This design comes from an exercise in tuning for small area, a short achievable clock period and few clock cycles per item on the open sky130 flow, not from production work.
The RTL was checked by simulation tests, not by an equivalence proof against the original design.
No activity file was given, so power comes from the tool's default toggle rates.

// pvt_derating_factor_interpolator
module pvt_derating_factor_interpolator (
  input  logic                                clk,
  input  logic                                rst_n,
  input  logic                                in_valid,
  output logic                                in_ready,
  input  logic [pdfi_pkg::VOLT_W-1:0]         in_voltage_mv,
  input  logic signed [pdfi_pkg::TEMP_W-1:0]  in_temperature_decideg,
  input  logic [pdfi_pkg::CORNER_W-1:0]       in_process_corner,
  output logic                                out_valid,
  input  logic                                out_ready,
  output logic [pdfi_pkg::FACTOR_W-1:0]       out_voltage_factor,
  output logic [pdfi_pkg::FACTOR_W-1:0]       out_temperature_factor,
  output logic [pdfi_pkg::FACTOR_W-1:0]       out_process_factor,
  output logic                                out_voltage_ok,
  output logic                                out_temperature_ok,
  output logic                                out_process_ok
);
Size: about 1300 cells after synthesis, about 100 flip-flops.
Settings: LEC_CHECK=0, CAP_MARGIN=20, CORE_MARGIN=2, CORE_UTILIZATION=40, SLEW_MARGIN=20; clock period 7.0 ns.
run.sh (not shown) runs the stock make flow with config.mk's settings and CLKGATE_MAP_FILE= SYNTH_SCRIPT=/design/flow/synth_recipe.tcl, a recipe that flattens the netlist after the stock synthesis.
The first run finished clean.
Testbench counts at the start, summed over its fixed seeds: cycles 16,016, items 16,000.
Change:
SETUP_SLACK_MARGIN = 2.5   (was default)
=> The changed run ran to the end with no violations. Worst setup slack improves by 0.59 ns. Final cell count is higher by 5.7%. Design area goes up by 8.8%.
Change:
SETUP_SLACK_MARGIN = 3.5   (was 2.5)
Routed wire length came out higher by a little under a tenth.
Design area rises by roughly a tenth.
Non-clock buffer count went up by 93.
Sequential power stays flat.
First-iteration DRC count decreases by a little under a tenth.
Total power grows by a few percent.
Core utilization climbs by 5.3 points.
Worst hold slack is better by 0.0066 ns.
Maximum frequency went up slightly.
Register-to-register slack is better by 0.02 ns.

Another version of the RTL of pvt_derating_factor_interpolator (not shown whole).
For scale: about 1,500 cells after synthesis, about 100 I/O pins.
export LEC_CHECK = 0
export ABC_AREA = 1
export CAP_MARGIN = 20
export CORE_MARGIN = 2
export CORE_UTILIZATION = 40
export SETUP_SLACK_MARGIN = 3.7
export SLEW_MARGIN = 20
create_clock -name core_clock -period 7.0 [get_ports {clk}]
Testbench counts at the start, summed over its fixed seeds: cycles 16,016, items 16,000.
Then changed:
--- a/flow/config.mk
+++ b/flow/config.mk
@@ -11,3 +11,3 @@
 export CORE_UTILIZATION = 40
-export SETUP_SLACK_MARGIN = 3.7
+export SETUP_SLACK_MARGIN = 3.4
 export SLEW_MARGIN = 20
The changed run went through all stages and came out clean; via count is lower by 5.8%; power came out lower by 12%; sequential share of layout area grows by 3.7 points; clock-buffer cell count is higher by 1.

before:
Another version of the RTL of pvt_derating_factor_interpolator (not shown whole).
For scale: roughly 12000 um2 of cells after synthesis.
==> flow/config.mk <==
export PLATFORM = sky130hd
export DESIGN_NAME = pvt_derating_factor_interpolator
export DESIGN_NICKNAME = pvt_derating_factor_interpolator
export VERILOG_FILES = /design/flow/design.v
export SDC_FILE = /design/flow/constraint.sdc
export NUM_CORES = 4
export LEC_CHECK = 0
export ABC_AREA = 1
export CAP_MARGIN = 20
export CORE_MARGIN = 2
export CORE_UTILIZATION = 40
export SETUP_SLACK_MARGIN = 3.5
export SLEW_MARGIN = 20
==> flow/constraint.sdc <==
create_clock -name core_clock -period 7.0 [get_ports {clk}]
set_input_delay 1.4000 -clock core_clock [delete_from_list [all_inputs] [get_ports {clk}]]
set_output_delay 1.4000 -clock core_clock [all_outputs]
set_load 0.01 [all_outputs]
standard.sh (not shown) runs the stock make flow with config.mk's settings and CLKGATE_MAP_FILE= SYNTH_SCRIPT=/design/flow/synth_recipe.tcl, a recipe that flattens the netlist after the stock synthesis.
==> flow/flow/run.sh <==
#!/bin/bash
# The standard layout (the standard.sh, unchanged synthesis and steps),
# with the port buffers that ORFS's buffer_ports inserts made of the plain
# buf_1 cell instead of the delay buffer it picks by default. Every port
# still gets its own buffer. make's full output goes to standard.log here;
# each ORFS step keeps its own log under orfs/logs.
set -euo pipefail
export BUFFER_PORTS_ARGS="-buffer_cell sky130_fd_sc_hd__buf_1"
bash standard.sh > standard.log 2>&1
The flow did not stop early for before: all stages ran, and the layout cleared the timing, DRC and antenna checks.
Testbench counts of before, summed over its fixed seeds: cycles 16,016, items 16,000.
Inputs modified between before and after:
diff --git a/flow/config.mk b/flow/config.mk
--- a/flow/config.mk
+++ b/flow/config.mk
@@ -12 +12,2 @@
-export SETUP_SLACK_MARGIN = 3.5
+export CTS_CLUSTER_SIZE = 40
+export SETUP_SLACK_MARGIN = 3.4
Results
Max overall power consumption across before and after: before. Count of clock-buffer cells in the layout came out exactly the same in before and after. Largest net degree at the start of global routing across before and after: no real change. Summary of after over before: number of unique standard cell types used by synthesis level; design area shrank by 3.0%; global-route usage shows a reduction of 0.21 points; highest achievable clock rate has decreased.

re-timing with driven ports:
Ports are ideal in the flow. The routed layouts listed here were re-timed in OpenROAD. Step 1 sets driving cells, clkbuf_16 on the clock port and buf_2 on the other inputs (assumed; they add their load-dependent delay and slew). Step 2, shift: input delay + t, output delay - t, t = (earliest + latest rising clock arrival at the registers) / 2. This alone moves slack from input paths to output paths. Slacks: ideal ports / drivers / drivers and shift; pairs: ideal ports / drivers.
run	shift t [ns]	slack for setup (ns)	worst hold slack (ns)	worst data-port slew with drivers (ns)
the first run of note 1	0.402	1.823 / 1.823 / 1.823	0.420 / 0.420 / 0.420	0.05
the second run of note 1	0.405	2.414 / 2.414 / 2.414	0.421 / 0.421 / 0.421	0.05
the third run of note 1	0.410	2.434 / 2.434 / 2.434	0.427 / 0.427 / 0.427	0.04
the first run of note 2	0.487	3.536 / 3.500 / 3.536	0.426 / 0.426 / 0.426	0.05
the second run of note 2	0.480	3.423 / 3.423 / 3.423	0.423 / 0.423 / 0.423	0.04
before	0.468	3.450 / 3.404 / 3.529	0.446 / 0.446 / 0.446	0.04
after	0.468	3.439 / 3.393 / 3.470	0.443 / 0.443 / 0.443	0.04
After both steps setup and hold are still met in every run listed.
